Background: an optimization exercise with open tools, aiming at small area, a short achievable clock period and few clock cycles. Do not read the settings as production practice.
Where RTL was checked, it was by simulation tests only, not by an equivalence proof against the original.
The RTL of runs 1 to 5 was laid out without a check of its function.
No activity file was given, so power comes from the tool's default toggle rates.

## flow/run.sh

```bash
#!/bin/bash
# synth_recipe.tcl (not shown) runs the flow's synth.tcl, then flattens the netlist and writes it again
# the make line also repeats each setting of config.mk as NAME=value (left out here)
make -C /OpenROAD-flow-scripts/flow DESIGN_CONFIG=/design/flow/config.mk WORK_HOME=/design/flow/orfs CLKGATE_MAP_FILE= SYNTH_SCRIPT=/design/flow/synth_recipe.tcl finish
```

## flow/config.mk

```make
export PLATFORM = sky130hd
export DESIGN_NAME = dda_line_rasterizer
export DESIGN_NICKNAME = dda_line_rasterizer
export VERILOG_FILES = /design/flow/design.v
export SDC_FILE = /design/flow/constraint.sdc
export NUM_CORES = 4
export LEC_CHECK = 0
export CAP_MARGIN = 20
export CORE_MARGIN = 2
export CORE_UTILIZATION = 40
export SLEW_MARGIN = 20
```

## flow/constraint.sdc

```tcl
create_clock -name core_clock -period 8.0 [get_ports {clk_i}]
set_input_delay 1.6000 -clock core_clock [delete_from_list [all_inputs] [get_ports {clk_i}]]
set_output_delay 1.6000 -clock core_clock [all_outputs]
set_load 0.01 [all_outputs]
```

## flow/design.v

```verilog
`default_nettype none
package dlr_pkg;
  localparam int DEFAULT_FRAC_BITS   = 16;
  localparam int DEFAULT_COORD_BITS  = 14;
  localparam int DEFAULT_QUEUE_DEPTH = 4;
  localparam int CFG_W   = 13;
  localparam int IDX_W   = 24;
  localparam int COLOR_W = 32;
  localparam logic [CFG_W-1:0] RESET_SCREEN_WIDTH  = 13'd1280;
  localparam logic [CFG_W-1:0] RESET_SCREEN_HEIGHT = 13'd720;
  typedef enum logic {
    ACT_START   = 1'b0,
    ACT_ADVANCE = 1'b1
  } action_e;
  typedef enum logic {
    CFG_SCREEN_WIDTH  = 1'b0,
    CFG_SCREEN_HEIGHT = 1'b1
  } cfg_reg_e;
endpackage
`default_nettype wire
`default_nettype none
module dda_line_rasterizer #(
  parameter int FRAC_BITS   = dlr_pkg::DEFAULT_FRAC_BITS,
  parameter int COORD_BITS  = dlr_pkg::DEFAULT_COORD_BITS,
  parameter int QUEUE_DEPTH = dlr_pkg::DEFAULT_QUEUE_DEPTH
) (
  input  wire logic                         clk_i,
  input  wire logic                         rst_ni,
  input  wire logic                         cfg_we_i,
  input  wire logic                         cfg_index_i,
  input  wire logic [dlr_pkg::CFG_W-1:0]    cfg_wdata_i,
  input  wire logic                         in_valid_i,
  output      logic                         in_stall_o,
  input  wire logic                         action_i,
  input  wire logic signed [COORD_BITS-1:0] x_start_i,
  input  wire logic signed [COORD_BITS-1:0] y_start_i,
  input  wire logic signed [COORD_BITS-1:0] x_end_i,
  input  wire logic signed [COORD_BITS-1:0] y_end_i,
  input  wire logic [dlr_pkg::COLOR_W-1:0]  line_color_i,
  output      logic                         out_valid_o,
  input  wire logic                         out_stall_i,
  output      logic signed [COORD_BITS-1:0] pixel_x_o,
  output      logic signed [COORD_BITS-1:0] pixel_y_o,
  output      logic [dlr_pkg::IDX_W-1:0]    pixel_addr_o,
  output      logic [dlr_pkg::COLOR_W-1:0]  pixel_color_o,
  output      logic                         write_enable_o,
  output      logic                         last_pixel_o
);
  localparam int CRW     = 6;                        
  localparam int CR_STOP = (1 << CRW) - 3;           
  localparam int PH_RDY  = 19;                       
  logic [12:0] w_q, h_q;
  always_ff @(posedge clk_i or negedge rst_ni) begin
    if (!rst_ni) begin
      w_q <= dlr_pkg::RESET_SCREEN_WIDTH;
      h_q <= dlr_pkg::RESET_SCREEN_HEIGHT;
    end else if (cfg_we_i) begin
      if (cfg_index_i) h_q <= cfg_wdata_i;
      else             w_q <= cfg_wdata_i;
    end
  end
  logic            in_stall_q;
  logic            ir_v;                  
  logic            n_v;                   
  logic            a_act;                 
  logic            a_first;               
  logic [CRW-1:0]  cr_n, cr_a;            
  logic [4:0]      n_ph;                  
  logic signed [13:0] ir_xs, ir_ys, ir_xe, ir_ye;
  logic [31:0]        ir_col;
  logic signed [13:0] n_xs, n_ys;
  logic [31:0]        n_col;
  logic [14:0]        n_ra, n_rb;         
  logic               n_sx, n_sy, n_xmaj;
  logic [16:0]        n_q;                
  logic [23:0]        n_acc;              
  logic signed [13:0] a_x, a_y;           
  logic [23:0]        a_yw;               
  logic [15:0]        a_g;                
  logic               a_mv;               
  logic               a_z;                
  logic [13:0]        a_cnt;              
  logic [15:0]        a_qx;               
  logic               a_cin, a_neg, a_sx, a_sy, a_xmaj;
  logic acc_w, st_w, adv_w;
  assign in_stall_o = in_stall_q;
  assign acc_w = in_valid_i & ~in_stall_q;
  assign st_w  = acc_w & ~action_i;
  assign adv_w = acc_w & action_i;
  always_ff @(posedge clk_i) begin
    if (!ir_v) begin
      ir_xs  <= x_start_i;
      ir_ys  <= y_start_i;
      ir_xe  <= x_end_i;
      ir_ye  <= y_end_i;
      ir_col <= line_color_i;
    end
  end
  logic        n_rdy, ld;
  logic        n_neg;
  logic [15:0] n_qx;
  logic        n_cin;
  logic [14:0] dx_w, dy_w, rem2;
  logic        ge;
  logic        wbit;
  assign n_rdy = (n_ph == 5'(PH_RDY));
  assign ld    = ir_v & ~n_v & ~(a_act & a_first);
  assign n_neg = n_xmaj ? n_sy : n_sx;
  assign n_qx  = n_q[16:1] ^ {16{n_neg}};
  assign n_cin = n_q[0] ^ n_neg;
  assign dx_w = {ir_xe[13], ir_xe} - {ir_xs[13], ir_xs};
  assign dy_w = {ir_ye[13], ir_ye} - {ir_ys[13], ir_ys};
  assign rem2 = {n_rb[13:0], 1'b0};
  assign ge   = rem2 >= {1'b0, n_ra[13:0]};
  assign wbit = w_q[4'(5'd12 - n_ph)];
  always_ff @(posedge clk_i) begin
    if (ld) begin
      n_ph  <= '0;
      n_xs  <= ir_xs;
      n_ys  <= ir_ys;
      n_col <= ir_col;
      n_ra  <= dx_w;
      n_rb  <= dy_w;
      n_acc <= '0;
    end else begin
      if (!n_rdy) n_ph <= n_ph + 5'd1;
      if (n_ph <= 5'd12) begin
        n_acc <= {n_acc[22:0], 1'b0} + (wbit ? {{10{n_ys[13]}}, n_ys} : 24'd0);
      end
      if (n_ph == 5'd0) begin
        n_sx <= n_ra[14];
        n_sy <= n_rb[14];
        n_ra <= n_ra[14] ? -n_ra : n_ra;
        n_rb <= n_rb[14] ? -n_rb : n_rb;
      end else if (n_ph == 5'd1) begin
        n_xmaj <= (n_ra >= n_rb);
        n_ra   <= (n_ra >= n_rb) ? n_ra : n_rb;
        n_rb   <= (n_ra >= n_rb) ? n_rb : n_ra;
      end else if (!n_rdy) begin
        n_rb <= ge ? (rem2 - {1'b0, n_ra[13:0]}) : rem2;
        n_q  <= {n_q[15:0], ge};
      end
    end
  end
  logic        b_free, a_emit, a_last, newer, aband, load_sel, a_en, xfer;
  logic [15:0] g_in, q_in;
  logic        c_in, neg_in;
  logic [16:0] gsum;
  logic        a_tie, r_le0;
  logic signed [13:0] x_out, y_out;
  logic        vis;
  logic [23:0] addr_w;
  logic signed [13:0] x_step, y_step;
  logic [23:0] yw_step;
  logic        y_moves;
  assign b_free   = ~out_valid_o | ~out_stall_i;
  assign a_last   = (a_cnt == 14'd0);
  assign newer    = n_v | ir_v;
  assign aband    = a_act & (cr_a == '0) & newer;
  assign a_emit   = a_act & (cr_a != '0) & b_free;
  assign load_sel = ~a_act | a_last | aband;
  assign a_en     = a_emit | ~a_act | aband;
  assign xfer     = a_en & load_sel & n_v & n_rdy;
  assign g_in   = load_sel ? 16'h8000 : a_g;
  assign q_in   = load_sel ? n_qx : a_qx;
  assign c_in   = load_sel ? n_cin : a_cin;
  assign neg_in = load_sel ? n_neg : a_neg;
  assign gsum   = {1'b0, g_in} + {1'b0, q_in} + 17'(c_in);
  assign y_moves = a_xmaj ? a_mv : 1'b1;
  assign x_step  = (a_xmaj | a_mv) ? (a_sx ? a_x - 14'sd1 : a_x + 14'sd1) : a_x;
  assign y_step  = y_moves ? (a_sy ? a_y - 14'sd1 : a_y + 14'sd1) : a_y;
  assign yw_step = y_moves ? (a_sy ? a_yw - {11'd0, w_q} : a_yw + {11'd0, w_q}) : a_yw;
  always_ff @(posedge clk_i) begin
    if (a_en) begin
      if (load_sel) begin
        a_x    <= n_xs;
        a_y    <= n_ys;
        a_yw   <= n_acc;
        a_z    <= 1'b0;
        a_cnt  <= n_ra[13:0];
        a_qx   <= n_qx;
        a_cin  <= n_cin;
        a_neg  <= n_neg;
        a_sx   <= n_sx;
        a_sy   <= n_sy;
        a_xmaj <= n_xmaj;
      end else begin
        a_x    <= x_step;
        a_y    <= y_step;
        a_yw   <= yw_step;
        a_z    <= (a_g == 16'd0);
        a_cnt  <= a_cnt - 14'd1;
      end
      a_g  <= gsum[15:0];
      a_mv <= gsum[16] ^ neg_in;
    end
  end
  assign r_le0 = a_xmaj ? (a_y[13] | (a_y == 14'sd0)) : (a_x[13] | (a_x == 14'sd0));
  assign a_tie = a_z & r_le0;
  assign x_out = (a_tie & ~a_xmaj) ? a_x - 14'sd1 : a_x;
  assign y_out = (a_tie &  a_xmaj) ? a_y - 14'sd1 : a_y;
  assign vis   = ~a_tie & ~a_x[13] & ~a_y[13] &
                 (a_x[12:0] < w_q) & (a_y[12:0] < h_q);
  assign addr_w = vis ? (a_yw + {11'd0, a_x[12:0]}) : 24'd0;
  always_ff @(posedge clk_i) begin
    if (a_emit) begin
      pixel_x_o      <= x_out;
      pixel_y_o      <= y_out;
      pixel_addr_o   <= addr_w;
      write_enable_o <= vis;
      last_pixel_o   <= a_last;
      if (a_first) pixel_color_o <= n_col;
    end
  end
  logic            n_v_d, ir_v_d;
  logic [CRW-1:0]  cr_n_d, cr_a_d;
  logic            adv_n, adv_a;
  assign adv_n  = adv_w & n_v;
  assign adv_a  = adv_w & ~n_v & a_act;
  assign n_v_d  = (n_v & ~xfer) | ld;
  assign ir_v_d = (ir_v & ~ld) | st_w;
  always_comb begin
    cr_n_d = cr_n + CRW'(adv_n);
    cr_a_d = cr_a - CRW'(a_emit) + CRW'(adv_a);
    if (xfer) begin
      cr_a_d = cr_n_d;
      cr_n_d = '0;
    end else if (a_en & load_sel) begin
      cr_a_d = '0;
    end
    if (ld) cr_n_d = '0;
  end
  always_ff @(posedge clk_i or negedge rst_ni) begin
    if (!rst_ni) begin
      in_stall_q  <= 1'b0;
      ir_v        <= 1'b0;
      n_v         <= 1'b0;
      a_act       <= 1'b0;
      a_first     <= 1'b0;
      cr_n        <= '0;
      cr_a        <= '0;
      out_valid_o <= 1'b0;
    end else begin
      ir_v        <= ir_v_d;
      n_v         <= n_v_d;
      cr_n        <= cr_n_d;
      cr_a        <= cr_a_d;
      in_stall_q  <= ir_v_d | (n_v ? (cr_n >= CRW'(CR_STOP)) : (cr_a >= CRW'(CR_STOP)));
      out_valid_o <= a_emit | (out_valid_o & out_stall_i);
      if (a_en & load_sel) begin
        a_act   <= n_v & n_rdy;
        a_first <= 1'b1;
      end else if (a_emit) begin
        a_first <= 1'b0;
      end
    end
  end
endmodule
`default_nettype wire
```

==> results of run 1 <==
## sequential cells by signal (all words and copies together) (netlist names), 17 cells and up
signal,cells
ir_col,32
n_acc,24
pixel_addr_o,24
n_q,17
n_col,32
pixel_color_o,32
a_yw,24
## critical path, stage by stage, from the launching register on
cell      delay [ns]
dfxtp_1         0.53
inv_1           0.13
ha_1            0.42
mux4_1          0.57
mux2i_1         0.16
mux2i_1         0.33
and2_1          0.29
ha_1            0.21
fa_1            0.41
a21o_1          0.21
a22oi_1         0.26
a211o_1         0.19
a21boi_0        0.11
o21a_1          0.24
a311o_1         0.38
xnor2_1         0.16
a21oi_1         0.08
## layer usage
metal  vias to the layer above  share of wire (%)
met5                         -                  0
met4                         0                2.8
met3                       105                5.2
met2                       517                 48
met1                      9097                 44
li1                       8965                  -
## cells in the final DEF (no fill, tap or decap), drive strengths merged, types with 19 or more instances in the layout
master / n
o21ai: 169
ha: 179
buf: 21
nand2b: 31
nand4: 27
xnor2: 122
nor3: 59
clkbuf: 60
a31oi: 25
nor4: 23
dfrtp: 38
dfxtp: 29
inv: 150
or3: 22
a21oi: 126
clkdlybuf4s50: 194
nor2: 188
a21o: 40
nand2: 164
clkinv: 22
a211oi: 19
o21a: 22
edfxtp: 389
nor2b: 24
nand3: 51
and2: 42
xor2: 91
## worst min path at each step
| stage | from | end | slack, ns |
|---|---|---|---|
| after global routing | n_col[16] | pixel_color_o[16] | 0.42 |
| after detailed placement | ir_col[0] | n_col[0] | 0.40 |
| after global placement | n_col[14] | pixel_color_o[14] | 0.40 |
| after floorplan | ir_col[0] | n_col[0] | 0.40 |
| after CTS | ir_col[26] | n_col[26] | 0.42 |
| final | n_col[27] | pixel_color_o[27] | 0.41 |
## cell families (layout without fill, tap and decap cells)
logic type	count (synthesis)	in the layout	share of synthesized area [%]
buffers and inverters	223	458	3.373
AOI/OAI and AO/OA	540	540	13.43
other	0	2	0
DFF	462	462	51.94
muxes	30	30	1.405
xor gates and xnor gates	213	213	7.247
adders and majority gates	188	188	9.400
and+or+nand+nor	681	681	13.20
## area by class of cell
class	count	share of cell area (%)
antenna	2	0.01648
clock buffer	60	4.383
clock inverter	34	1.240
inverter	149	1.854
multi-input combinational	1652	37.98
sequential	462	44.02
tap	855	3.522
timing repair buffer	215	6.979
## report_power, final
part	total (mW)	internal [mW]	switching, mW	leakage (nW)
clock network	2.39	1.37	1.02	0.815
logic	6.24	2.74	3.50	6.17
registers	4.60	3.81	0.787	4.46
total	13.2	7.91	5.31	11.4
## through the flow
step | area [sq um] | hold WS (ns) | setup WS [ns] | total power [mW]
finish | 30370 | 0.4146 | 3.129 | 13.23
global route | 30370 | 0.4230 | 2.752 | 14.23
CTS | 30330 | 0.4179 | 3.135 | 13.28
detailed placement | 28620 | 0.4045 | 3.177 | 10.82
global placement | 28620 | 0.4006 | 3.356 | 10.67
floorplan | 25740 | 0.4003 | 2.426 | 9.027
==> results.tsv, run 1 <==
stage	metric	value	unit
logic_synthesis	Post-synth EDFFs	389	
timing	Layout Skew	0.04810	ns
layout	FILL cells	5876	
logic_synthesis	Synth area leader	edfxtp_1	
floorplanning	row count	93	
route	DR pass1 iterations	5	
logic_synthesis	top post-synthesis cells by count	edfxtp_1, nor2_1, ha_1	
route	1st-iter DRT viols	1348	
worst_setup_path	Setup crit start kind	flip-flop	
route	routed vias/inst	5.449	
clock_tree	CTS tree	done	
worst_setup_path	crit path launch	n_ph[0]	
floorplanning	Top-Level Pins	196	
grt	GRT Total Usage	19.78	%
timing	Slew @ Worst Pin	1.064	ns
worst_setup_path	worst r2r dst	n_acc[23]	
logic_synthesis	Mapped Area	0.02574	sq mm
logic_synthesis	Synth async-reset ratio	9.524	%
logic_synthesis	syn nets	2633	
clock_tree	Post-CTS Setup Bufs	0	
timing	RSZ-0062 raised after global routing	false	
logic_synthesis	number of synthesized register bits	462	
logic_synthesis	Ys Warns	1	
floorplanning	chip height	257.7	microns
placement	Post-DP HPWL	49.89	mm
layout	Final nets	2828	
pwr	Pwr per Cell Area	435.5	mW/mm^2
worst_setup_path	worst r2r src	n_ph[0]	
route	DRT Wirelength	66.74	mm
logic_synthesis	Yosys top cell area share	45.38	%
worst_setup_path	CP Class	flip-flop to flip-flop	
clock_tree	hold buffer count at CTS	0	
route	total number of vias	18684	
clock_tree	clock buffer depth	3	
grt	GR peak layer	met2	
layout	layout cells sized above 1	6.882	%
timing	top achievable clock speed	0.2053	GHz
timing	setup_tns	0	ns
floorplanning	CORE AREA	0.06400	sq mm
route	DRT antenna net count	0	
grt	remaining global-route overflow	0	
logic_synthesis	Yosys cell types	97	
layout	Reg area	0.01337	sq mm
placement	placed instance count	3332	
layout	post-layout util	47.46	%
clock_tree	CTS buffer count	52	
grt	routing usage on met2	32.86	%
grt	initial antenna violation count	1	
grt	largest net degree at the start of global routing	116	
route	Residual DRC	0	
clock_tree	Max H-tree Level	2	
grt	met3 Use GR	2.954	%
min_path	Hold Path Class	flip-flop to flip-flop	
logic_synthesis	Avg Inst Size Synth	11.02	sq um
clock_tree	Worst-Skew Late Latency	0.63	ns
floorplanning	Die Area	0.06640	sq mm
worst_setup_path	last element of the critical path	n_acc[23]	
timing	Slew headroom	28.71	%
timing	Slew Limit Fails	0	
logic_synthesis	Cells after Synth	2337	
run_status	status	timing/DRC/antenna clean	
worst_setup_path	CP Capture Type	flip-flop	
logic_synthesis	top_reg_cell synth	edfxtp_1	
job	Max-cap violations	0	
route	DR WL/cell	19.46	microns
worst_setup_path	WP data required	8.47	ns
placement	I/O Buffers	195	
logic_synthesis	post-synthesis sequential area ratio	51.94	%
floorplanning	Die X	257.7	microns
clock_tree	post_cts resized	0	
worst_setup_path	WP data arrival	5.34	ns
layout	multi-input logic area	0.01154	sq mm
timing	final hold viol count	0	
floorplanning	Starting Density	40.22	%
grt	first-pass GRT wire length	103.3	mm
grt	number of global-route vias before repair	18249	
logic_synthesis	dominant cell by count in the synthesized netlist	edfxtp_1	
logic_synthesis	top cells by area, synth	edfxtp_1, ha_1, xnor2_1	
clock_tree	clk sink count	462	
layout	final cell count without fillers	3429	
timing	final worst-path cycle share	60.89	%
grt	met1 GRT Util	26.70	%
pwr	Leak	11.44	nW
placement	GPL Wtd Cong	0.9172	
layout	Area Overhead vs Synth	17.98	%
clock_tree	root buf cell	clkbuf_16	
timing	count of final setup violators	0	
worst_setup_path	reg2reg path depth	16	
worst_setup_path	crit-path max FO	14	
timing	post-layout minimum cycle time	4.871	ns
worst_setup_path	R2R setup slack	3.13	ns
pwr	Max VDD drop	0.2339	mV
min_path	Min-Delay Path Depth	0	
clock_tree	clock slew at reported path FFs	0.06	ns
==> run 2: changes to the inputs <==
--- a/flow/config.mk
+++ b/flow/config.mk
@@ -8,4 +8,5 @@
 export CAP_MARGIN = 20
 export CORE_MARGIN = 2
 export CORE_UTILIZATION = 40
+export SETUP_SLACK_MARGIN = 4.5
 export SLEW_MARGIN = 20
==> run 2 against run 1 <==
Setup slack improved by 1.1 ns. Sequential share of layout area is 3.1 points lower. Cell area grew 7.7%. Synthesized cell count unchanged. Routed wire length grew 5.9%. Total power is 13% higher. Clock power rose by 4%. Critical path depth increased by 1. Synthesized area stayed put. Register-to-register slack improved by 1.1 ns. Cell count grew 3.8%. Clock skew decreased by 0.0058 ns. Largest cell class unchanged. Highest routed layer unchanged.
==> results.tsv, run 2 <==
stage	metric	value	unit
worst_setup_path	CP Capture Type	flip-flop	
logic_synthesis	number of synthesized register bits	462	
worst_setup_path	worst r2r dst	n_acc[23]	
pwr	Max VDD drop	0.2088	mV
clock_tree	Worst-Skew Late Latency	0.64	ns
logic_synthesis	Ys Warns	1	
layout	most common cell after layout, fill and taps aside	edfxtp_1	
logic_synthesis	simple-gate share of the synthesized area	13.20	%
route	DRT antenna net count	0	
clock_tree	clk sink count	462	
route	DR WL/cell	19.87	microns
grt	number of global-route vias before repair	19179	
clock_tree	Max H-tree Level	2	
layout	FILL cells	5611	
floorplanning	Starting Density	40.22	%
route	total number of vias	19346	
logic_synthesis	Cells after Synth	2337	
job	Max-cap violations	0	
clock_tree	clock slew at reported path FFs	0.06	ns
min_path	Hold Path Class	flip-flop to flip-flop	
placement	Post-DP HPWL	49.16	mm
logic_synthesis	dominant cell by count in the synthesized netlist	edfxtp_1	
worst_setup_path	Crit-path slowest cell	mux4_2	
layout	Reg area	0.01338	sq mm
timing	final hold viol count	0	
logic_synthesis	post-synthesis adder-cell area fraction	9.400	%
grt	GRT Total Usage	20.45	%
pwr	Leak	12.31	nW
logic_synthesis	Avg Inst Size Synth	11.02	sq um
logic_synthesis	top cells by area, synth	edfxtp_1, ha_1, xnor2_1	
timing	top achievable clock speed	0.2629	GHz
grt	largest net degree at the start of global routing	116	
worst_setup_path	worst r2r src	n_ph[0]	
clock_tree	root buf cell	clkbuf_16	
worst_setup_path	crit-path max cell delay	0.48	ns
floorplanning	Top-Level Pins	196	
run_status	status	timing/DRC/antenna clean	
logic_synthesis	Yosys top cell area share	45.38	%
worst_setup_path	worst-path cell chain	inv_4 > ha_4 > mux4_2 > mux2i_1 > mux2i_1 > buf_4 > and2_4 > ha_4 > fa_2 > a21o_1 > a22oi_2 > a211o_1 > a21boi_2 > o21a_1 > a311o_1 > xnor2_1 > a21oi_1	
worst_setup_path	reg2reg path depth	17	
timing	count of final setup violators	0	
grt	met1 GRT Util	26.97	%
worst_setup_path	Buf+Inv Stages, Crit Path	2	
worst_setup_path	WP data required	8.49	ns
route	DRT Wirelength	70.70	mm
worst_setup_path	crit path launch	n_ph[0]	
floorplanning	Die Area	0.06640	sq mm
timing	setup_tns	0	ns
worst_setup_path	critical path's top delay family	compound AO/OA/AOI/OAI gates	
worst_setup_path	CP Class	flip-flop to flip-flop	
layout	commonest cells after routing, fill and taps aside	edfxtp_1, clkdlybuf4s50_1, nor2_1, nand2_1, ha_1	
pwr	Design Power	14.97	mW
logic_synthesis	Synth async-reset ratio	9.524	%
logic_synthesis	mux share of post-synthesis cell area	1.405	%
timing	Slew headroom	20.78	%
timing	final worst slack	4.197	ns
floorplanning	Die X	257.7	microns
logic_synthesis	syn nets	2633	
placement	DP Worst Slack	2.681	ns
pwr	Pwr per Cell Area	457.7	mW/mm^2
route	routed vias/inst	5.437	
placement	Area after DPL	0.02887	sq mm
worst_setup_path	last element of the critical path	n_acc[23]	
layout	Area Overhead vs Synth	27.06	%
route	1st-iter DRT viols	1676	
timing	Layout Skew	0.04226	ns
layout	registers with the most flip-flops	ir_col x32, n_col x32, pixel_color_o x32	
logic_synthesis	Yosys cell types	97	
layout	post-layout util	51.11	%
grt	GR peak layer	met2	
route	DR pass1 iterations	7	
worst_setup_path	crit-path max FO	7	
clock_tree	clock buffer depth	3	
logic_synthesis	Synth area leader	edfxtp_1	
worst_setup_path	WP depth	17	
route	Residual DRC	0	
logic_synthesis	Mapped Area	0.02574	sq mm
worst_setup_path	WP data arrival	4.30	ns
layout	n_diodes	0	
floorplanning	CORE AREA	0.06400	sq mm
clock_tree	hold buffer count at CTS	0	
clock_tree	CTS buffer count	51	
logic_synthesis	Post-synth EDFFs	389	
worst_setup_path	R2R setup slack	4.20	ns
grt	routing usage on met2	34.27	%
floorplanning	chip height	257.7	microns
timing	post-layout minimum cycle time	3.803	ns
logic_synthesis	Synth Area in Compound Gates	13.43	%
clock_tree	CTS tree	done	
timing	Slew Limit Fails	0	
logic_synthesis	largest family of logic cells by synthesized area	compound AO/OA/AOI/OAI gates	
grt	initial antenna violation count	2	
timing	final worst-path cycle share	47.54	%
layout	Final nets	2957	
layout	Final Cell Area	0.03271	sq mm
logic_synthesis	top post-synthesis cells by count	edfxtp_1, nor2_1, ha_1	
placement	GPL Wtd Cong	0.8938	
floorplanning	row count	93	
logic_synthesis	XOR/XNOR Fraction of Synth Area	7.247	%
logic_synthesis	top_reg_cell synth	edfxtp_1	
timing	Slew @ Worst Pin	1.184	ns
grt	met3 Use GR	2.905	%
placement	I/O Buffers	195	
grt	remaining global-route overflow	0	
timing	RSZ-0062 raised after global routing	true	
grt	first-pass GRT wire length	107.1	mm
layout	layout cells sized above 1	17.54	%
layout	multi-input logic area	0.01270	sq mm
logic_synthesis	post-synthesis sequential area ratio	51.94	%
worst_setup_path	Setup crit start kind	flip-flop	
[run 2: what timing repair did]
action                     CTS  global route
resized for setup          102           117
cloned                       8             0
hold endpoints to repair     0             0
setup buffers               79            46
pin swaps                   74            90
setup endpoints to repair  288            86
[run 2: final cells by class]
class                           instances  area share (%)
Sequential cell                       462           40.90
Clock buffer                           61           4.082
Timing Repair Buffer                  337           9.670
Inverter                              149           1.771
Clock inverter                         34           1.366
Timing Repair inverter                  6          0.1148
Multi-Input combinational cell       1654           38.83
Tap cell                              855           3.271
[run 2: kinds of logic after synthesis]
group | Yosys count
adder cells (fa/ha/maj) | 188
XOR/XNOR | 213
multiplexers | 30
AND/OR/NAND/NOR | 681
buffers and inverters | 223
flip-flops | 462
AO/OA/AOI/OAI | 540
[run 2: worst reg2reg max path: stages (launching register included)]
cell,delay (ns)
dfxtp_4,0.36
inv_4,0.04
ha_4,0.27
mux4_2,0.48
mux2i_1,0.15
mux2i_1,0.10
buf_4,0.18
and2_4,0.15
ha_4,0.16
fa_2,0.37
a21o_1,0.21
a22oi_2,0.21
a211o_1,0.20
a21boi_2,0.08
o21a_1,0.21
a311o_1,0.29
xnor2_1,0.16
a21oi_1,0.08
[run 2: how the worst min path moves through the flow]
stage                           from           endpoint  cells after the start
after floorplan            ir_col[0]           n_col[0]                      0
after global routing      ir_col[31]          n_col[31]                      0
after detailed placement  ir_col[14]          n_col[14]                      0
after global placement      n_col[1]   pixel_color_o[1]                      0
after CTS                  n_col[30]  pixel_color_o[30]                      0
final                      n_col[30]  pixel_color_o[30]                      0
[run 2: metrics by stage]
step	cells	hold slack, ns
6_report	3558	0.4159
5_1_grt	3558	0.4196
4_1_cts	3512	0.4186
3_5_place_dp	3330	0.4045
3_3_place_gp	3330	0.4007
2_1_floorplan	2337	0.4003
[run 2: report_power, final]
| group | internal, mW | switching [mW] |
|---|---|---|
| Sequential | 3.81 | 0.805 |
| Combinational | 3.68 | 4.18 |
| Clock | 1.46 | 1.03 |
[run 2: per-layer routing]
layer,wire (microns),vias up
met5,0,-
met4,2388,0
met3,3757,124
met2,34230,566
met1,30320,9438
li1,-,9218
==> run 3: changes to the inputs <==
--- a/flow/config.mk
+++ b/flow/config.mk
@@ -5,8 +5,9 @@
 export SDC_FILE = /design/flow/constraint.sdc
 export NUM_CORES = 4
 export LEC_CHECK = 0
+export ABC_CLOCK_PERIOD_IN_PS = 3000
 export CAP_MARGIN = 20
 export CORE_MARGIN = 2
 export CORE_UTILIZATION = 40
-export SETUP_SLACK_MARGIN = 4.5
+export SETUP_SLACK_MARGIN = 5
 export SLEW_MARGIN = 20
==> run 3 against run 2 <==
Still clean on timing, DRC and antenna. Register-to-register slack got worse by 0.14 ns. Clock power decreased by 2%. Utilization increased by 2.6 points. Non-clock buffer count increased by 117. Cell area increased by 5.2%. Worst hold slack got worse by 0.00054 ns.
==> results.tsv, run 3 <==
stage	metric	value	unit
floorplanning	chip height	257.7	microns
timing	final worst slack	4.056	ns
floorplanning	Die Area	0.06640	sq mm
clock_tree	hold buffer count at CTS	0	
logic_synthesis	XOR/XNOR Fraction of Synth Area	7.247	%
worst_setup_path	worst r2r src	n_ph[1]	
route	DR pass1 iterations	9	
clock_tree	clk sink count	462	
worst_setup_path	worst-path cell chain	inv_2 > ha_4 > mux4_2 > mux2i_1 > mux2i_1 > buf_4 > and2_4 > ha_4 > fa_2 > a21o_1 > a22oi_2 > a211o_1 > a21boi_2 > o21a_1 > buf_4 > buf_6 > o21ai_4 > nand3b_1 > nand3_1	
logic_synthesis	top cells by area, synth	edfxtp_1, ha_1, xnor2_1	
route	DRT Wirelength	75.79	mm
logic_synthesis	Post-synth EDFFs	389	
floorplanning	Die X	257.7	microns
timing	setup_tns	0	ns
placement	DP Worst Slack	2.662	ns
logic_synthesis	syn nets	2633	
logic_synthesis	top post-synthesis cells by count	edfxtp_1, nor2_1, ha_1	
clock_tree	CTS tree	done	
logic_synthesis	Synth async-reset ratio	9.524	%
timing	top achievable clock speed	0.2536	GHz
worst_setup_path	WP depth	19	
timing	Slew Limit Fails	0	
logic_synthesis	Avg Inst Size Synth	11.02	sq um
worst_setup_path	last element of the critical path	n_acc[21]	
worst_setup_path	CP Class	flip-flop to flip-flop	
timing	final worst-path cycle share	49.30	%
route	total number of vias	20209	
layout	n_diodes	0	
worst_setup_path	crit-path max FO	4	
logic_synthesis	Yosys cell types	97	
placement	placed instance count	3328	
layout	FILL cells	5442	
pwr	Pwr per Cell Area	464.6	mW/mm^2
layout	final cell count without fillers	3679	
timing	final hold viol count	0	
logic_synthesis	Yosys top cell area share	45.38	%
route	Residual DRC	0	
logic_synthesis	simple-gate share of the synthesized area	13.20	%
logic_synthesis	Mapped Area	0.02574	sq mm
worst_setup_path	critical path's top delay family	compound AO/OA/AOI/OAI gates	
min_path	Hold Path Class	flip-flop to flip-flop	
grt	GRT Total Usage	21.41	%
worst_setup_path	WP data required	8.49	ns
timing	post-layout minimum cycle time	3.944	ns
timing	Slew headroom	47.56	%
logic_synthesis	Synth area leader	edfxtp_1	
worst_setup_path	CP Capture Type	flip-flop	
timing	Slew @ Worst Pin	0.7866	ns
route	1st-iter DRT viols	1623	
run_status	status	timing/DRC/antenna clean	
clock_tree	Max H-tree Level	2	
pwr	Max VDD drop	0.2341	mV
worst_setup_path	Setup crit start kind	flip-flop	
route	DR WL/cell	20.60	microns
worst_setup_path	WP data arrival	4.43	ns
logic_synthesis	mux share of post-synthesis cell area	1.405	%
layout	Final nets	3076	
job	Max-cap violations	0	
worst_setup_path	Buf+Inv Stages, Crit Path	4	
worst_setup_path	crit path launch	n_ph[1]	
logic_synthesis	Synth Area in Compound Gates	13.43	%
layout	Reg area	0.01338	sq mm
floorplanning	Starting Density	40.22	%
floorplanning	row count	93	
layout	registers with the most flip-flops	ir_col x32, n_col x32, pixel_color_o x32	
layout	commonest cells after routing, fill and taps aside	edfxtp_1, buf_4, nor2_1, nand2_1, ha_1	
logic_synthesis	Cells after Synth	2337	
timing	count of final setup violators	0	
placement	I/O Buffers	195	
logic_synthesis	Ys Warns	1	
timing	RSZ-0062 raised after global routing	true	
logic_synthesis	post-synthesis sequential area ratio	51.94	%
route	DRT antenna net count	0	
timing	Layout Skew	0.04673	ns
floorplanning	Top-Level Pins	196	
logic_synthesis	post-synthesis adder-cell area fraction	9.400	%
logic_synthesis	number of synthesized register bits	462	
floorplanning	CORE AREA	0.06400	sq mm
route	routed vias/inst	5.493	
layout	layout cells sized above 1	23.87	%
placement	GPL Wtd Cong	0.9229	
worst_setup_path	Crit-path slowest cell	mux4_2	
layout	multi-input logic area	0.01331	sq mm
clock_tree	CTS buffer count	53	
clock_tree	root buf cell	clkbuf_16	
worst_setup_path	worst r2r dst	n_acc[21]	
grt	largest net degree at the start of global routing	111	
clock_tree	clock buffer depth	3	
layout	Area Overhead vs Synth	33.62	%
grt	initial antenna violation count	0	
clock_tree	Worst-Skew Late Latency	0.65	ns
placement	Post-DP HPWL	49.69	mm
placement	Area after DPL	0.02910	sq mm
logic_synthesis	top_reg_cell synth	edfxtp_1	
grt	remaining global-route overflow	0	
grt	first-pass GRT wire length	111.4	mm
worst_setup_path	reg2reg path depth	19	
worst_setup_path	R2R setup slack	4.06	ns
layout	Final Cell Area	0.03440	sq mm
logic_synthesis	largest family of logic cells by synthesized area	compound AO/OA/AOI/OAI gates	
clock_tree	clock slew at reported path FFs	0.06	ns
layout	most common cell after layout, fill and taps aside	edfxtp_1	
pwr	Leak	13.24	nW
grt	number of global-route vias before repair	19630	
logic_synthesis	dominant cell by count in the synthesized netlist	edfxtp_1	
worst_setup_path	crit-path max cell delay	0.50	ns
[run 3: final cells by class]
cell class                      count  share of cell area, %
Sequential cell                   462                  38.91
Multi-Input combinational cell   1655                  38.71
Timing Repair Buffer              454                  12.34
Clock buffer                       67                  4.067
Tap cell                          855                  3.110
Inverter                          149                  1.757
Clock inverter                     32                  1.026
Timing Repair inverter              5                0.09458
[run 3: what timing repair did]
item,in CTS,in global routing
pin swaps,146,94
setup endpoints to repair,457,210
setup buffers,166,69
cloned,8,9
resized for setup,286,139
[run 3: kinds of logic after synthesis]
group / after synthesis
AOI/OAI and AO/OA: 540
xor gates and xnor gates: 213
adders and majority gates: 188
buffers and inverters: 223
DFF: 462
muxes: 30
and+or+nand+nor: 681
[run 3: worst min-delay path by stage]
| stage | cells past startpoint | from | slack (ns) | to |
|---|---|---|---|---|
| 3_3_place_gp | 0 | n_col[20] | 0.40 | pixel_color_o[20] |
| 5_1_grt | 0 | n_col[27] | 0.42 | pixel_color_o[27] |
| 6_report | 0 | n_col[26] | 0.42 | pixel_color_o[26] |
| 3_5_place_dp | 0 | ir_col[8] | 0.40 | n_col[8] |
| 4_1_cts | 0 | n_col[27] | 0.41 | pixel_color_o[27] |
| 2_1_floorplan | 0 | ir_col[0] | 0.40 | n_col[0] |
[run 3: stage by stage]
step	utilization (%)	hold WS, ns	total power, mW
finish	53.74	0.4153	15.98
global route	53.74	0.4186	16.95
CTS	51.57	0.4150	14.89
detailed placement	45.48	0.4045	11.19
global placement	45.47	0.4003	11.00
floorplan	-	0.4003	9.402
[run 3: layer usage]
layer	part of all wire, %	wire, microns	GRT usage, %
met1	42	31500	28.01
met2	49	37000	36.30
met3	5.6	4227	2.739
met4	4.0	3058	8.125
met5	0	0	0
[run 3: where the power goes]
group | leakage (nW) | total (mW) | switching, mW | internal [mW]
Clock | 0.834 | 2.43 | 1.04 | 1.38
Sequential | 4.45 | 4.55 | 0.745 | 3.81
Combinational | 7.95 | 9.00 | 4.69 | 4.31
Total | 13.2 | 16.0 | 6.48 | 9.50
[run 3: worst register-to-register path, stage by stage (launching register included)]
cell,delay (ns)
dfxtp_2,0.33
inv_2,0.06
ha_4,0.29
mux4_2,0.50
mux2i_1,0.18
mux2i_1,0.13
buf_4,0.17
and2_4,0.14
ha_4,0.15
fa_2,0.35
a21o_1,0.19
a22oi_2,0.22
a211o_1,0.21
a21boi_2,0.08
o21a_1,0.19
buf_4,0.14
buf_6,0.12
o21ai_4,0.15
nand3b_1,0.12
nand3_1,0.07
==> run 4: changes to the inputs <==
--- a/flow/design.v
+++ b/flow/design.v
@@ -80,6 +80,7 @@
   logic               a_mv;               
   logic               a_z;                
   logic [13:0]        a_cnt;              
+  logic               a_lst;              
   logic [15:0]        a_qx;               
   logic               a_cin, a_neg, a_sx, a_sy, a_xmaj;
   logic acc_w, st_w, adv_w;
@@ -102,7 +103,7 @@
   logic        n_cin;
   logic [14:0] dx_w, dy_w, rem2;
   logic        ge;
-  logic        wbit;
+  logic        wbit_q;
   assign n_rdy = (n_ph == 5'(PH_RDY));
   assign ld    = ir_v & ~n_v & ~(a_act & a_first);
   assign n_neg = n_xmaj ? n_sy : n_sx;
@@ -111,8 +112,9 @@
   assign dx_w = {ir_xe[13], ir_xe} - {ir_xs[13], ir_xs};
   assign dy_w = {ir_ye[13], ir_ye} - {ir_ys[13], ir_ys};
   assign rem2 = {n_rb[13:0], 1'b0};
-  assign ge   = rem2 >= {1'b0, n_ra[13:0]};
-  assign wbit = w_q[4'(5'd12 - n_ph)];
+  logic [15:0] diff;
+  assign diff = {1'b0, rem2} - {2'b00, n_ra[13:0]};
+  assign ge   = ~diff[15];
   always_ff @(posedge clk_i) begin
     if (ld) begin
       n_ph  <= '0;
@@ -122,11 +124,13 @@
       n_ra  <= dx_w;
       n_rb  <= dy_w;
       n_acc <= '0;
+      wbit_q <= w_q[12];
     end else begin
       if (!n_rdy) n_ph <= n_ph + 5'd1;
       if (n_ph <= 5'd12) begin
-        n_acc <= {n_acc[22:0], 1'b0} + (wbit ? {{10{n_ys[13]}}, n_ys} : 24'd0);
-      end
+        n_acc <= {n_acc[22:0], 1'b0} + (wbit_q ? {{10{n_ys[13]}}, n_ys} : 24'd0);
+      end
+      wbit_q <= (n_ph <= 5'd11) ? w_q[4'(5'd11 - n_ph)] : 1'b0;
       if (n_ph == 5'd0) begin
         n_sx <= n_ra[14];
         n_sy <= n_rb[14];
@@ -137,7 +141,7 @@
         n_ra   <= (n_ra >= n_rb) ? n_ra : n_rb;
         n_rb   <= (n_ra >= n_rb) ? n_rb : n_ra;
       end else if (!n_rdy) begin
-        n_rb <= ge ? (rem2 - {1'b0, n_ra[13:0]}) : rem2;
+        n_rb <= ge ? {1'b0, diff[13:0]} : rem2;
         n_q  <= {n_q[15:0], ge};
       end
     end
@@ -154,7 +158,7 @@
   logic [23:0] yw_step;
   logic        y_moves;
   assign b_free   = ~out_valid_o | ~out_stall_i;
-  assign a_last   = (a_cnt == 14'd0);
+  assign a_last   = a_lst;
   assign newer    = n_v | ir_v;
   assign aband    = a_act & (cr_a == '0) & newer;
   assign a_emit   = a_act & (cr_a != '0) & b_free;
@@ -169,7 +173,7 @@
   assign y_moves = a_xmaj ? a_mv : 1'b1;
   assign x_step  = (a_xmaj | a_mv) ? (a_sx ? a_x - 14'sd1 : a_x + 14'sd1) : a_x;
   assign y_step  = y_moves ? (a_sy ? a_y - 14'sd1 : a_y + 14'sd1) : a_y;
-  assign yw_step = y_moves ? (a_sy ? a_yw - {11'd0, w_q} : a_yw + {11'd0, w_q}) : a_yw;
+  assign yw_step = a_yw + ({24{y_moves}} & ({11'd0, w_q} ^ {24{a_sy}})) + 24'(y_moves & a_sy);
   always_ff @(posedge clk_i) begin
     if (a_en) begin
       if (load_sel) begin
@@ -178,6 +182,7 @@
         a_yw   <= n_acc;
         a_z    <= 1'b0;
         a_cnt  <= n_ra[13:0];
+        a_lst  <= (n_ra[13:0] == 14'd0);
         a_qx   <= n_qx;
         a_cin  <= n_cin;
         a_neg  <= n_neg;
@@ -190,6 +195,7 @@
         a_yw   <= yw_step;
         a_z    <= (a_g == 16'd0);
         a_cnt  <= a_cnt - 14'd1;
+        a_lst  <= (a_cnt == 14'd1);
       end
       a_g  <= gsum[15:0];
       a_mv <= gsum[16] ^ neg_in;
--- a/flow/config.mk
+++ b/flow/config.mk
@@ -5,9 +5,8 @@
 export SDC_FILE = /design/flow/constraint.sdc
 export NUM_CORES = 4
 export LEC_CHECK = 0
-export ABC_CLOCK_PERIOD_IN_PS = 3000
 export CAP_MARGIN = 20
 export CORE_MARGIN = 2
-export CORE_UTILIZATION = 40
+export CORE_UTILIZATION = 60
 export SETUP_SLACK_MARGIN = 5
 export SLEW_MARGIN = 20
==> run 4 against run 3 <==
Still clean. Register-to-register slack better by 0.11 ns. Setup slack better by 0.11 ns. Non-clock buffer count down 89. Total power down 31%. Combinational power down 48%. Clock power down 2%. Synthesized area down 1.3%. Cell area down 6.4%. Flip-flop and latch count up 2. Global-route usage up 8.0 points. Sequential power down 13%. Die area down 34%. Critical path type unchanged.
==> results.tsv, run 4 <==
stage	metric	value	unit
job	Max-cap violations	0	
clock_tree	clock buffer depth	3	
grt	routing usage on met2	47.86	%
logic_synthesis	Yosys cell types	83	
layout	n_diodes	0	
layout	commonest cells after routing, fill and taps aside	edfxtp_1, nand2_1, ha_1, nor2_1, buf_4	
layout	registers with the most flip-flops	ir_col x32, n_col x32, pixel_color_o x32	
pwr	Max VDD drop	0.2538	mV
route	DRT antenna net count	0	
logic_synthesis	Yosys top cell area share	46.11	%
grt	first-pass GRT wire length	101.0	mm
grt	met1 GRT Util	39.90	%
timing	count of final setup violators	0	
floorplanning	chip height	209.7	microns
worst_setup_path	CP Capture Type	flip-flop	
route	total number of vias	19605	
pwr	Comb pwr share	42.3	%
clock_tree	CTS buffer count	49	
logic_synthesis	top post-synthesis cells by count	edfxtp_1, nand2_1, ha_1	
grt	GR peak layer	met2	
worst_setup_path	WP data required	8.48	ns
pwr	NetSw	4.099	mW
logic_synthesis	Cells after Synth	2295	
grt	largest net degree at the start of global routing	86	
floorplanning	Die X	209.7	microns
floorplanning	Top-Level Pins	196	
worst_setup_path	WP data arrival	4.31	ns
min_path	Hold Path Class	flip-flop to flip-flop	
pwr	Clock Power Share	21.6	%
floorplanning	row count	75	
clock_tree	Max H-tree Level	2	
pwr	Leak	12.91	nW
logic_synthesis	Avg Inst Size Synth	11.07	sq um
worst_setup_path	Setup crit start kind	flip-flop	
worst_setup_path	CP Class	flip-flop to flip-flop	
timing	final worst-path cycle share	47.90	%
layout	Area Overhead vs Synth	26.76	%
pwr	switching share of power	37.39	%
floorplanning	Die Area	0.04399	sq mm
timing	post-layout minimum cycle time	3.832	ns
placement	GPL Wtd Cong	0.9427	
logic_synthesis	top_reg_cell synth	edfxtp_1	
logic_synthesis	Post-synth EDFFs	390	
timing	top achievable clock speed	0.2609	GHz
route	Residual DRC	0	
route	DR pass1 iterations	6	
logic_synthesis	Synth async-reset ratio	9.483	%
layout	layout cells sized above 1	17.77	%
pwr	Pwr per Cell Area	340.5	mW/mm^2
floorplanning	CORE AREA	0.04185	sq mm
floorplanning	Starting Density	60.68	%
grt	GRT Total Usage	29.42	%
logic_synthesis	Ys Warns	1	
logic_synthesis	number of synthesized register bits	464	
route	1st-iter DRT viols	2142	
timing	Slew @ Worst Pin	1.002	ns
logic_synthesis	post-synthesis sequential area ratio	52.84	%
route	DRT Wirelength	68.23	mm
grt	initial antenna violation count	0	
timing	Slew Limit Fails	0	
logic_synthesis	Synth area leader	edfxtp_1	
route	routed vias/inst	6.081	
layout	Final Cell Area	0.03219	sq mm
timing	RSZ-0062 raised after global routing	true	
placement	I/O Buffers	195	
worst_setup_path	crit-path max FO	3	
logic_synthesis	dominant cell by count in the synthesized netlist	edfxtp_1	
layout	most common cell after layout, fill and taps aside	edfxtp_1	
clock_tree	clk sink count	464	
pwr	Reg power frac	36.0	%
timing	Slew headroom	32.81	%
placement	Area after DPL	0.02803	sq mm
timing	setup_tns	0	ns
logic_synthesis	Mapped Area	0.02540	sq mm
logic_synthesis	syn nets	2593	
timing	final hold viol count	0	
route	DR WL/cell	21.16	microns
clock_tree	clock slew at reported path FFs	0.06	ns
layout	Final nets	2944	
grt	remaining global-route overflow	0	
placement	Post-DP HPWL	44.35	mm
timing	Layout Skew	0.02038	ns
clock_tree	CTS tree	done	
grt	met3 Use GR	4.953	%
pwr	Internal	6.864	mW
logic_synthesis	top cells by area, synth	edfxtp_1, ha_1, xnor2_1	
clock_tree	Worst-Skew Late Latency	0.62	ns
clock_tree	root buf cell	clkbuf_16	
run_status	status	timing/DRC/antenna clean	
grt	number of global-route vias before repair	18637	
==> run 4: cell count changes after synthesis, sizes merged, moves of 9 or more <==
| cell | change |
|---|---|
| nor2 | -26 |
| clkbuf | +11 |
| xnor2 | +12 |
| and3 | +11 |
| nand2 | +40 |
| buf | -15 |
| o41ai | -9 |
| o21ai | -20 |
==> run 4: layout make-up <==
| class | count | area (sq um) |
|---|---|---|
| timing repair buffer | 365 | 3415 |
| fill | 2697 | 9659 |
| clock inverter | 33 | 399.1 |
| tap | 539 | 674.4 |
| sequential | 464 | 13430 |
| inverter | 144 | 555.5 |
| multi-input combinational | 1622 | 12430 |
| clock buffer | 57 | 1297 |
==> run 4: metrics by stage <==
stage	worst slack [ns]	utilization, %	instances	hold slack [ns]	power (mW)
CTS	4.249	74.01	3158	0.4179	10.44
global placement	3.448	66.96	2972	0.4002	7.544
global route	4.049	76.92	3224	0.4223	11.53
finish	4.168	76.92	3224	0.4175	10.96
detailed placement	3.273	66.96	2972	0.4045	7.682
floorplan	3.488	-	2295	0.4003	6.657
==> run 4: power by group through the flow <==
stage | logic [mW] | clock network [mW] | registers [mW]
finish | 4.64 | 2.37 | 3.95
global route | 5.02 | 2.50 | 4.02
CTS | 4.11 | 2.41 | 3.93
detailed placement | 3.69 | 0 | 3.99
global placement | 3.57 | 0 | 3.97
floorplan | 2.88 | 0 | 3.77
==> run 4: worst paths after layout <==
check | end | slack (ns) | cells after the start | from
worst max-delay path | cr_a[5] | 4.17 | 26 | cr_a[2]
worst min-delay path | n_col[17] | 0.42 | 0 | ir_col[17]
worst max register to register | cr_a[5] | 4.17 | 26 | cr_a[2]
worst min register to register | n_col[17] | 0.42 | 0 | ir_col[17]
max in group asynchronous | n_v | 6.60 | 1 | rst_ni
min in group asynchronous | a_first | 0.98 | 1 | rst_ni
==> run 4: cell families (layout without fill, tap and decap cells) <==
logic type,count (synthesis),count (layout),synth area share [%]
buffers and inverters,214,599,3.197
DFF,464,464,52.84
adders and majority gates,190,190,9.656
muxes,34,34,1.616
xor gates and xnor gates,218,218,7.518
and+or+nand+nor,678,681,12.92
AOI/OAI and AO/OA,497,499,12.25
==> run 4: timing repair <==
action / 4_1_cts / 5_1_grt
pin swaps: 72 / 97
hold buffers: 0 / 0
gates resized for setup: 206 / 137
buffers inserted: 91 / 62
cloned: 5 / 4
setup endpoints to repair: 382 / 246
==> run 4: critical path, stage by stage, from the launching register on <==
cell and delay (ns):
dfrtp_1 0.37, inv_2 0.07, buf_4 0.13, buf_4 0.12
buf_4 0.12, buf_4 0.12, buf_4 0.12, buf_4 0.12
buf_4 0.12, buf_4 0.12, buf_4 0.13, buf_4 0.13
buf_4 0.12, buf_4 0.12, buf_4 0.13, buf_4 0.13
buf_4 0.12, buf_4 0.12, buf_4 0.12, buf_4 0.12
buf_6 0.11, ha_4 0.23, a21oi_4 0.18, o21bai_1 0.11
a21oi_2 0.20, xnor2_1 0.14, o22ai_1 0.08
==> run 4: routing by layer <==
metal  vias up  share of wire, %
met2       916                46
met5         -                 0
li1       9088                 -
met4         0               4.7
met3       180               8.0
met1      9421                41
==> run 5: changes to the inputs <==
--- a/flow/config.mk
+++ b/flow/config.mk
@@ -7,6 +7,6 @@
 export LEC_CHECK = 0
 export CAP_MARGIN = 20
 export CORE_MARGIN = 2
-export CORE_UTILIZATION = 60
-export SETUP_SLACK_MARGIN = 5
+export CORE_UTILIZATION = 40
+export SETUP_SLACK_MARGIN = 4.5
 export SLEW_MARGIN = 20
==> run 5 against run 4 <==
Total power is 5.8% lower. Routed wire length is 0.50% higher. Worst hold slack worse by 0.0065 ns. Cell area is 3.7% lower. Via count is 5.1% lower. Synthesized cell count stayed put. Utilization is 28 points lower. Critical path type unchanged. Global-route usage is 8.8 points lower. Clock skew is 0.0030 ns lower. Largest power group is now sequential cells. Highest routed layer is now met5. Non-clock buffer count is 89 lower.
==> results.tsv, run 5 <==
stage	metric	value	unit
run_status	status	timing/DRC/antenna clean	
worst_setup_path	WP data required	8.36	ns
route	1st-iter DRT viols	1521	
grt	number of global-route vias before repair	18588	
placement	GPL Wtd Cong	0.8999	
pwr	Max VDD drop	0.1769	mV
layout	most common cell after layout, fill and taps aside	edfxtp_1	
logic_synthesis	Ys Warns	1	
timing	top achievable clock speed	0.2645	GHz
layout	Final Cell Area	0.03099	sq mm
clock_tree	CTS buffer count	53	
layout	commonest cells after routing, fill and taps aside	edfxtp_1, nand2_1, clkdlybuf4s50_1, ha_1, nor2_1	
clock_tree	CTS tree	done	
worst_setup_path	critical path's top delay family	compound AO/OA/AOI/OAI gates	
logic_synthesis	Post-synth EDFFs	390	
grt	met3 Use GR	3.882	%
worst_setup_path	crit path launch	cr_a[2]	
floorplanning	CORE AREA	0.06297	sq mm
placement	DP Worst Slack	3.592	ns
logic_synthesis	number of synthesized register bits	464	
pwr	Pwr per Cell Area	333.1	mW/mm^2
route	DRT Wirelength	68.57	mm
floorplanning	Starting Density	40.33	%
worst_setup_path	reg2reg path depth	20	
timing	post-layout minimum cycle time	3.781	ns
worst_setup_path	worst r2r src	cr_a[2]	
timing	Slew headroom	31.06	%
timing	final worst slack	4.219	ns
route	Residual DRC	0	
route	DR pass1 iterations	6	
placement	Post-DP HPWL	49.05	mm
grt	first-pass GRT wire length	106.0	mm
logic_synthesis	Mapped Area	0.02540	sq mm
layout	Area Overhead vs Synth	22.04	%
worst_setup_path	worst-path cell chain	inv_2 > ha_4 > nand2_4 > o31ai_4 > buf_6 > a21oi_4 > buf_12 > nor2_2 > a21oi_2 > fa_2 > fa_2 > nor2b_1 > o21a_1 > o21ai_2 > a211o_1 > a31oi_4 > buf_6 > a21o_1 > a21oi_2 > xnor2_1	
timing	Slew Limit Fails	0	
route	total number of vias	18596	
logic_synthesis	syn nets	2593	
worst_setup_path	crit-path max FO	5	
worst_setup_path	CP Capture Type	flip-flop	
placement	Area after DPL	0.02840	sq mm
timing	RSZ-0062 raised after global routing	true	
clock_tree	clock buffer depth	3	
grt	GR peak layer	met2	
timing	final hold viol count	0	
logic_synthesis	Synth async-reset ratio	9.483	%
timing	setup_tns	0	ns
min_path	Hold Path Class	flip-flop to flip-flop	
grt	routing usage on met2	33.70	%
worst_setup_path	R2R setup slack	4.22	ns
logic_synthesis	Synth area leader	edfxtp_1	
route	DRT antenna net count	0	
worst_setup_path	last element of the critical path	a_g[14]	
clock_tree	clock slew at reported path FFs	0.06	ns
job	Max-cap violations	0	
layout	Final nets	2858	
clock_tree	Worst-Skew Late Latency	0.61	ns
logic_synthesis	Avg Inst Size Synth	11.07	sq um
worst_setup_path	CP Class	flip-flop to flip-flop	
layout	n_diodes	0	
timing	count of final setup violators	0	
layout	final cell count without fillers	3450	
worst_setup_path	WP data arrival	4.14	ns
min_path	Min-Delay Path Depth	0	
worst_setup_path	WP depth	20	
placement	I/O Buffers	195	
floorplanning	Die X	256.0	microns
clock_tree	clk sink count	464	
clock_tree	root buf cell	clkbuf_16	
floorplanning	chip height	256.0	microns
logic_synthesis	Yosys cell types	83	
logic_synthesis	top post-synthesis cells by count	edfxtp_1, nand2_1, ha_1	
clock_tree	Max H-tree Level	2	
placement	placed instance count	3280	
worst_setup_path	Buf+Inv Stages, Crit Path	4	
grt	GRT Total Usage	20.67	%
route	routed vias/inst	5.390	
floorplanning	Die Area	0.06552	sq mm
timing	Slew @ Worst Pin	1.029	ns
logic_synthesis	Cells after Synth	2295	
floorplanning	Top-Level Pins	196	
timing	final worst-path cycle share	47.26	%
clock_tree	hold buffer count at CTS	0	
worst_setup_path	worst r2r dst	a_g[14]	
logic_synthesis	top cells by area, synth	edfxtp_1, ha_1, xnor2_1	
logic_synthesis	Yosys top cell area share	46.11	%
grt	met1 GRT Util	27.43	%
logic_synthesis	post-synthesis sequential area ratio	52.84	%
worst_setup_path	Setup crit start kind	flip-flop	
layout	layout cells sized above 1	10.71	%
layout	registers with the most flip-flops	ir_col x32, n_col x32, pixel_color_o x32	
layout	FILL cells	5631	
worst_setup_path	crit-path max cell delay	0.41	ns
grt	largest net degree at the start of global routing	74	
logic_synthesis	dominant cell by count in the synthesized netlist	edfxtp_1	
pwr	Leak	12.17	nW
floorplanning	row count	92	
route	DR WL/cell	19.87	microns
grt	remaining global-route overflow	0	
logic_synthesis	top_reg_cell synth	edfxtp_1	
grt	initial antenna violation count	1	
timing	Layout Skew	0.01735	ns
worst_setup_path	Crit-path slowest cell	fa_2	
-- run 5: how the worst min path moves through the flow --
stage | startpoint | to | slack (ns)
after CTS | n_col[28] | pixel_color_o[28] | 0.42
after detailed placement | ir_col[29] | n_col[29] | 0.40
after floorplan | ir_col[0] | n_col[0] | 0.40
after global routing | n_col[28] | pixel_color_o[28] | 0.42
final | n_col[28] | pixel_color_o[28] | 0.41
after global placement | ir_col[22] | n_col[22] | 0.40
-- run 5: per-layer routing --
metal / routed length [microns] / share of wire, %
met5: 13 / 0.019
met4: 2378 / 3.5
met3: 4920 / 7.2
met2: 31540 / 46
met1: 29720 / 43
-- run 5: cell type report --
cell class                 instances  area [sq um]  share of cell area [%]
clock buffer                      79          1538                   4.961
clock inverter                    20         131.4                  0.4239
inverter                         144         550.5                   1.776
multi-input combinational       1620         11600                   37.43
sequential                       464         13420                   43.30
tap                              846          1059                   3.415
timing repair buffer             276          2690                   8.679
timing repair inverter             1         5.005                 0.01615
-- run 5: where the power goes --
part	leakage (nW)	total, mW	internal [mW]	switching [mW]
clock network	0.819	2.34	1.36	0.983
logic	6.76	3.98	1.69	2.29
registers	4.59	4.00	3.45	0.555
-- run 5: cells by family after synthesis --
group | share of synthesized area (%)
AND/OR/NAND/NOR | 12.92
AO/OA/AOI/OAI | 12.25
flip-flops | 52.84
XOR/XNOR | 7.518
buffers and inverters | 3.197
adder cells (fa/ha/maj) | 9.656
multiplexers | 1.616
-- run 5: metrics by stage --
stage,power [mW],hold WS (ns),utilization [%]
finish,10.32,0.4110,49.23
global route,10.99,0.4197,49.23
floorplan,6.646,0.4003,-
detailed placement,7.789,0.4045,45.10
CTS,10.28,0.4156,48.79
global placement,7.680,0.4006,45.10
-- run 5: repair_timing --
item / in CTS / in global routing
pin swaps: 30 / 20
endpoints found under the setup margin: 156 / 66
setup buffers: 44 / 21
gates cloned: 6 / 0
resized for setup: 55 / 24
==> run 6: changes to the inputs <==
--- a/flow/design.v
+++ b/flow/design.v
@@ -149,7 +149,9 @@
   logic        b_free, a_emit, a_last, newer, aband, load_sel, a_en, xfer;
   logic [15:0] g_in, q_in;
   logic        c_in, neg_in;
+  logic [17:0] gsum_x;
   logic [16:0] gsum;
+  logic [24:0] yw_x;
   logic        a_tie, r_le0;
   logic signed [13:0] x_out, y_out;
   logic        vis;
@@ -169,11 +171,13 @@
   assign q_in   = load_sel ? n_qx : a_qx;
   assign c_in   = load_sel ? n_cin : a_cin;
   assign neg_in = load_sel ? n_neg : a_neg;
-  assign gsum   = {1'b0, g_in} + {1'b0, q_in} + 17'(c_in);
+  assign gsum_x = {1'b0, g_in, c_in} + {1'b0, q_in, c_in};
+  assign gsum   = gsum_x[17:1];
   assign y_moves = a_xmaj ? a_mv : 1'b1;
   assign x_step  = (a_xmaj | a_mv) ? (a_sx ? a_x - 14'sd1 : a_x + 14'sd1) : a_x;
   assign y_step  = y_moves ? (a_sy ? a_y - 14'sd1 : a_y + 14'sd1) : a_y;
-  assign yw_step = a_yw + ({24{y_moves}} & ({11'd0, w_q} ^ {24{a_sy}})) + 24'(y_moves & a_sy);
+  assign yw_x    = {a_yw, 1'b1} + {({24{y_moves}} & ({11'd0, w_q} ^ {24{a_sy}})), y_moves & a_sy};
+  assign yw_step = yw_x[24:1];
   always_ff @(posedge clk_i) begin
     if (a_en) begin
       if (load_sel) begin
@@ -225,16 +229,17 @@
   assign adv_a  = adv_w & ~n_v & a_act;
   assign n_v_d  = (n_v & ~xfer) | ld;
   assign ir_v_d = (ir_v & ~ld) | st_w;
+  logic [CRW-1:0]  cr_n_p1, cr_a_p1, cr_a_m1;
+  assign cr_n_p1 = cr_n + CRW'(1);
+  assign cr_a_p1 = cr_a + CRW'(1);
+  assign cr_a_m1 = cr_a - CRW'(1);
   always_comb begin
-    cr_n_d = cr_n + CRW'(adv_n);
-    cr_a_d = cr_a - CRW'(a_emit) + CRW'(adv_a);
-    if (xfer) begin
-      cr_a_d = cr_n_d;
-      cr_n_d = '0;
-    end else if (a_en & load_sel) begin
-      cr_a_d = '0;
-    end
-    if (ld) cr_n_d = '0;
+    if (xfer)                  cr_a_d = adv_n ? cr_n_p1 : cr_n;
+    else if (a_en & load_sel)  cr_a_d = '0;
+    else if (adv_a & ~a_emit)  cr_a_d = cr_a_p1;
+    else if (a_emit & ~adv_a)  cr_a_d = cr_a_m1;
+    else                       cr_a_d = cr_a;
+    cr_n_d = (xfer | ld) ? '0 : (adv_n ? cr_n_p1 : cr_n);
   end
   always_ff @(posedge clk_i or negedge rst_ni) begin
     if (!rst_ni) begin
--- a/flow/config.mk
+++ b/flow/config.mk
@@ -5,8 +5,9 @@
 export SDC_FILE = /design/flow/constraint.sdc
 export NUM_CORES = 4
 export LEC_CHECK = 0
+export ABC_CLOCK_PERIOD_IN_PS = 2500
 export CAP_MARGIN = 20
 export CORE_MARGIN = 2
 export CORE_UTILIZATION = 40
-export SETUP_SLACK_MARGIN = 4.5
+export SETUP_SLACK_MARGIN = 5
 export SLEW_MARGIN = 20
==> run 6 against run 5 <==
Cell count rose by 5.2%. First-iteration DRC count fell by 2.3%. Cell area increased by 5.9%. Total power rose by 21%. Register-to-register slack improved by 0.53 ns. Count of clock-buffer cells in the layout decreased by 15. Flip-flop and latch count unchanged. Clock skew is 0.0088 ns higher. Worst hold slack gained 0.0054 ns. Fmax up 16%. Critical path depth fell by 5.
==> results.tsv, run 6 <==
stage	metric	value	unit
clock_tree	clk sink count	464	
logic_synthesis	syn nets	2692	
logic_synthesis	top_reg_cell synth	edfxtp_1	
logic_synthesis	Cells after Synth	2398	
route	total number of vias	20112	
job	Max-cap violations	0	
clock_tree	Max H-tree Level	2	
timing	Slew Limit Fails	0	
floorplanning	Top-Level Pins	196	
layout	Area Overhead vs Synth	26.61	%
route	Residual DRC	0	
clock_tree	CTS buffer count	53	
layout	layout cells sized above 1	16.70	%
floorplanning	Starting Density	40.35	%
worst_setup_path	worst-path cell chain	nor4_4 > buf_6 > buf_12 > a31o_4 > buf_4 > a21oi_2 > ha_4 > o21a_1 > nor2_2 > nor4_4 > a21oi_2 > o311a_1 > o21bai_1 > a21oi_1 > xnor2_1	
grt	number of global-route vias before repair	19825	
timing	RSZ-0062 raised after global routing	true	
run_status	status	timing/DRC/antenna clean	
timing	Slew @ Worst Pin	0.8157	ns
logic_synthesis	Yosys cell types	78	
logic_synthesis	Synth area leader	edfxtp_1	
logic_synthesis	number of synthesized register bits	464	
route	1st-iter DRT viols	1486	
floorplanning	Die X	258.5	microns
placement	I/O Buffers	195	
route	DRT antenna net count	0	
layout	most common cell after layout, fill and taps aside	edfxtp_1	
floorplanning	chip height	258.5	microns
layout	registers with the most flip-flops	ir_col x32, n_col x32, pixel_color_o x32	
grt	first-pass GRT wire length	112.2	mm
pwr	Max VDD drop	0.2399	mV
logic_synthesis	Synth async-reset ratio	9.483	%
logic_synthesis	Avg Inst Size Synth	10.81	sq um
layout	Final nets	3021	
timing	final worst-path cycle share	40.57	%
clock_tree	root buf cell	clkbuf_16	
logic_synthesis	Post-synth EDFFs	390	
logic_synthesis	post-synthesis sequential area ratio	51.79	%
timing	Slew headroom	45.62	%
grt	remaining global-route overflow	0	
worst_setup_path	WP data required	8.36	ns
layout	commonest cells after routing, fill and taps aside	edfxtp_1, nand2_1, nor2_1, ha_1, o21ai_0	
route	routed vias/inst	5.544	
pwr	Pwr per Cell Area	380.3	mW/mm^2
clock_tree	clock buffer depth	3	
floorplanning	CORE AREA	0.06423	sq mm
logic_synthesis	Yosys top cell area share	45.19	%
timing	setup_tns	0	ns
worst_setup_path	crit-path max FO	7	
worst_setup_path	critical path's top delay family	compound AO/OA/AOI/OAI gates	
clock_tree	CTS tree	done	
grt	initial antenna violation count	2	
worst_setup_path	Setup crit start kind	flip-flop	
route	DRT Wirelength	73.28	mm
floorplanning	row count	93	
grt	largest net degree at the start of global routing	78	
placement	Post-DP HPWL	49.30	mm
logic_synthesis	dominant cell by count in the synthesized netlist	edfxtp_1	
timing	Layout Skew	0.02619	ns
clock_tree	hold buffer count at CTS	0	
timing	final hold viol count	0	
clock_tree	clock slew at reported path FFs	0.06	ns
timing	count of final setup violators	0	
placement	DP Worst Slack	3.530	ns
clock_tree	Worst-Skew Late Latency	0.63	ns
worst_setup_path	CP Capture Type	flip-flop	
logic_synthesis	Mapped Area	0.02591	sq mm
grt	GRT Total Usage	21.42	%
logic_synthesis	top cells by area, synth	edfxtp_1, ha_1, xnor2_1	
pwr	Leak	12.98	nW
worst_setup_path	CP Class	flip-flop to flip-flop	
worst_setup_path	Buf+Inv Stages, Crit Path	3	
route	DR WL/cell	20.20	microns
worst_setup_path	WP data arrival	3.60	ns
worst_setup_path	Crit-path slowest cell	dfrtp_1	
floorplanning	Die Area	0.06684	sq mm
worst_setup_path	crit-path max cell delay	0.41	ns
route	DR pass1 iterations	6	
timing	post-layout minimum cycle time	3.246	ns
logic_synthesis	Ys Warns	1	
placement	GPL Wtd Cong	0.8852	
timing	final worst slack	4.754	ns
timing	top achievable clock speed	0.3081	GHz
min_path	Hold Path Class	flip-flop to flip-flop	
logic_synthesis	top post-synthesis cells by count	edfxtp_1, nand2_1, ha_1, nor2_1, o21ai_0	
-- run 6: cell count changes after synthesis, moves of 8 or more --
cell and change:
a21oi_1 +25, a222oi_1 -9, clkbuf_1 +8, nand2b_1 -8
nand3_1 +8, nor2_1 +16, nor4_1 +11, o21ai_0 +84
o21ai_1 -70, or4_1 +8, xnor2_1 -12
-- run 6: stage by stage --
stage                     std cells  utilization [%]  total power, mW  instance area [sq um]  hold WS (ns)
after global placement         3382            45.17            8.945                  29010        0.4007
after floorplan                2398                -            7.734                  26360        0.4003
after CTS                      3575            49.83            12.09                  32010        0.4182
final                          3628            51.08            12.48                  32810        0.4164
after detailed placement       3382            45.17            9.069                  29010        0.4045
after global routing           3627            51.08            13.29                  32810        0.4224
-- run 6: report_power, final --
group	internal (mW)	total, mW	switching, mW
clock	1.40	2.45	1.05
sequential	3.62	4.26	0.637
combinational	2.54	5.77	3.22
-- run 6: area by class of cell --
cell class / count / area (sq um)
antenna: 1 / 2.502
timing repair inverter: 1 / 5.005
inverter: 141 / 551.8
clock inverter: 36 / 372.9
clock buffer: 64 / 1378
sequential: 464 / 13430
multi-input combinational: 1716 / 12690
fill: 5731 / 31420
timing repair buffer: 350 / 3312
tap: 855 / 1070
-- run 6: what timing repair did --
action                     CTS  global route
setup endpoints to repair  406           123
pin swaps                   62            60
gates resized for setup    210            96
buffers inserted            85            49
gates cloned                 8             3
-- run 6: final timing paths --
kind / startpoint / endpoint / slack (ns) / cells past startpoint
setup reg to reg: cr_a[5] / a_mv / 4.75 / 15
hold / removal: ir_col[6] / n_col[6] / 0.42 / 0
min in group asynchronous: rst_ni / cr_a[0] / 1.00 / 1
hold reg to reg: ir_col[6] / n_col[6] / 0.42 / 0
setup / recovery: cr_a[5] / a_mv / 4.75 / 15
max in group asynchronous: rst_ni / n_v / 6.54 / 1
-- run 6: logic make-up after synthesis --
family / share of synthesized area, %
DFF: 51.79
adders and majority gates: 9.212
AOI/OAI and AO/OA: 13.63
xor gates and xnor gates: 7.131
buffers and inverters: 3.264
muxes: 1.347
and+or+nand+nor: 13.63
-- run 6: layer usage --
layer / up-vias / wire length, microns / track usage, %
li1: 9498 / - / -
met3: 151 / 4554 / 3.550
met5: - / 24 / 0
met2: 670 / 35100 / 35.87
met4: 4 / 3043 / 8.960
met1: 9789 / 30550 / 27.54
Testbench counts of run 6, summed over its fixed seeds: cycles 107,989.

[what the ideal ports hide]
How much do the figures lean on ideal ports? The routed layouts below were timed once more, with nothing changed but the port constraints. Step 1, drivers: a clkbuf_16 drives clk_i and a buf_2 each remaining input, both assumed. Step 2, shift: input delay + t, output delay - t, t = (earliest + latest rising clock arrival at the registers) / 2. This alone moves slack from input paths to output paths. a / b / c = ideal ports / drivers / drivers and shift; a / b = the first two.
run | t, ns | setup WS [ns] | latest minus earliest clock arrival (ns)
run 1 | 0.670 | 3.129 / 3.129 / 3.129 | 0.049 / 0.048
run 2 | 0.679 | 4.197 / 4.197 / 4.164 | 0.046 / 0.046
run 3 | 0.688 | 4.056 / 4.056 / 4.056 | 0.049 / 0.049
run 4 | 0.664 | 4.168 / 4.168 / 3.974 | 0.020 / 0.020
run 5 | 0.667 | 4.219 / 4.219 / 4.041 | 0.019 / 0.019
run 6 | 0.675 | 4.754 / 4.754 / 4.405 | 0.026 / 0.027
After both steps setup and hold are still met in every run listed. For run 6, which loses most, drivers alone change the setup slack by 0.000 ns; drivers and shift together by -0.349 ns.
